Source: an optimization exercise on an open RTL-to-GDS flow (aim: a short achievable clock period and few clock cycles per item). Production flows keep margins and buffers that such runs may drop.
No activity file was given, so power comes from the tool's default toggle rates.

==> flow/design.v (excerpt) <==
module cpu_top
(
    input  logic        clk,
    input  logic        reset,
    input  logic [15:0] mem_rdata,
    output logic [15:0] mem_addr,
    output logic        mem_we,
    output logic [15:0] mem_wdata,
    output logic        halted
);
    logic [15:0] regs [8];
    logic        z;
    logic [15:0] ma;       
    logic [15:0] man;      
    logic [15:0] mai;
    logic        we;
    logic [15:0] wd;
    logic        ir_v;
    logic [2:0]  ir_rx;
    logic [15:0] ir_pc;    
    logic [15:0] opa;      
    logic [15:0] opb;      
    logic [15:0] opx;      
    logic [15:0] opy;      
    logic [15:0] imm;      
    logic        c_alu;    
    logic        c_cmp;
    logic        c_mov;
    logic        c_ldi;    
    logic        c_ldic;   
    logic        c_jmp;    
    logic        c_ld;
    logic        c_st;
    logic        c_ovl;    
    logic [15:0] ovl_w;    
    logic [15:0] ovl_a;    
    logic        ld_wr;    
    logic [2:0]  ld_rx;    
    logic        f_add;     
    logic        f_sub;     
    logic        f_oth;     
    logic        f_not;
    logic        f_and;
    logic        f_or;
    logic        zs_eq;     
    logic        zs_ff;     
  ...
clock: 8.0 ns
lec_check: 0
cap_margin: 20
cell_pad_in_sites_detail_placement: 1
core_margin: 2
core_utilization: 45
setup_slack_margin: 5
slew_margin: 20
synth_hierarchical: 1
run.sh (not shown) runs the stock make flow with config.mk's settings and CLKGATE_MAP_FILE= SYNTH_SCRIPT=/design/flow/synth_recipe.tcl, a recipe that flattens the netlist after the stock synthesis.
The first run completed without violations.
==> next run, changes <==
--- a/flow/config.mk
+++ b/flow/config.mk
@@ -9 +8,0 @@
-export CELL_PAD_IN_SITES_DETAIL_PLACEMENT = 1
@@ -11 +10 @@
-export CORE_UTILIZATION = 45
+export CORE_UTILIZATION = 40
What happened: Total power drops by 3.4%. Worst setup slack gains 150 ps. Cell area stays flat. Sequential power went down by about 2%. Register-to-register slack improves by 150 ps. Worst hold slack loses 31 ps. Via count came out lower by 3.8%. Utilization falls by 6.3 points.
==> next run, changes <==
--- a/flow/config.mk
+++ b/flow/config.mk
@@ -10,0 +11 @@
+export PLACE_DENSITY = 0.7
What happened: Now the flow finished with capacitance limit, slew limit left. First-iteration DRC count grows by 12%. Fmax goes down by about 3.6%. Total power is lower by 1.2%. Worst hold slack gains 6.3 ps. Global-route usage came out lower by 0.78 points. Utilization decreases by 0.27 points. Clock power shrinks by 5.6%. Flip-flop and latch count is unchanged. Setup slack loses 120 ps. Sequential power is about the same. Via count climbs by about 0.75%.
==> next run, changes <==
--- a/flow/config.mk
+++ b/flow/config.mk
@@ -10,2 +10 @@
-export CORE_UTILIZATION = 40
-export PLACE_DENSITY = 0.7
+export CORE_UTILIZATION = 55
What happened: With this change the flow finished clean; wire length grows by about 0.5%; maximum frequency shrinks by 2.0%; sequential share of layout area grows by 0.53 points; core utilization grows by 17 points; flip-flop and latch count does not change; cell area shrinks by 1.8%; via count shrinks by 1.1%; critical path depth shrinks by 1.
Function was not checked in any run of this note: the RTL went through the layout flow alone.

* * *

## v24
cpu_top, a different RTL version from the one above (not shown whole).
Size in the first run: roughly 4200 cells after synthesis, ~52 I/O pins, ~49000 sq um of cells after synthesis.
==> flow/config.mk <==
export PLATFORM = sky130hd
export DESIGN_NAME = cpu_top
export DESIGN_NICKNAME = cpu_top
export VERILOG_FILES = /design/flow/design.v
export SDC_FILE = /design/flow/constraint.sdc
export NUM_CORES = 4
export LEC_CHECK = 0
export CAP_MARGIN = 20
export CORE_MARGIN = 2
export CORE_UTILIZATION = 50
export GPL_ROUTABILITY_DRIVEN = 0
export SETUP_SLACK_MARGIN = 5
export SLEW_MARGIN = 20
export SYNTH_HIERARCHICAL = 1
==> flow/constraint.sdc <==
create_clock -name core_clock -period 8.0 [get_ports {clk}]
set_input_delay 1.6000 -clock core_clock [delete_from_list [all_inputs] [get_ports {clk}]]
set_output_delay 1.6000 -clock core_clock [all_outputs]
set_load 0.01 [all_outputs]
v24 has completed all stages; timing, DRC and antenna checks passed.
> inputs changed (v24 -> v11)
- GPL_ROUTABILITY_DRIVEN no longer set, was 0
- CORE_UTILIZATION now 40, was 50
### Flow results
Across both runs, worst hold slack was higher for v11 than for v24. The highest-delay cell along the critical path comes out sky130_fd_sc_hd__dfstp_4 in one run and sky130_fd_sc_hd__or4_1 in the other, namely in v24 and v11 respectively. Going from v24 to v11, count of clock-buffer cells in the layout went up by 4, power consumption went down about 1.3%, final design instance area without fill went down, global-route wire length before repair went down about 2.2%.
Function was not checked in any run of this note: the RTL went through the layout flow alone.

-- what the ideal ports hide --
The results above use ideal ports. As a check the final layouts listed here were re-extracted and re-timed, cells and wires unchanged. Step 1: set_driving_cell puts a clkbuf_16 on clk and a buf_2 on each other input, an assumption about the parent block. Step 2, shift: input delay + t, output delay - t, t = (earliest + latest rising clock arrival at the registers) / 2. This alone moves slack from input paths to output paths. Slacks: no drivers / after step 1 / after step 2; pairs: no drivers / after step 1.
| run | shift t [ns] | slack for setup (ns) | hold WS [ns] | worst setup path at the end |
|---|---|---|---|---|
| the first run of note 1 | 0.802 | 4.686 / 4.686 / 3.884 | 0.459 / 0.459 / 0.459 | input to register |
| the second run of note 1 | 0.780 | 4.836 / 4.685 / 3.905 | 0.428 / 0.428 / 0.428 | input to register |
| the third run of note 1 | 0.782 | 4.718 / 4.647 / 3.865 | 0.434 / 0.434 / 0.434 | input to register |
| the fourth run of note 1 | 0.772 | 4.651 / 4.552 / 3.781 | 0.461 / 0.461 / 0.461 | input to register |
| v24 | 0.732 | 4.776 / 4.776 / 4.084 | 0.461 / 0.461 / 0.461 | input to register |
| v11 | 0.728 | 4.894 / 4.867 / 4.139 | 0.465 / 0.465 / 0.465 | input to register |
The setup slack of the second run of note 1, which loses most, moves by -0.151 ns with the drivers and by -0.931 ns with both steps.
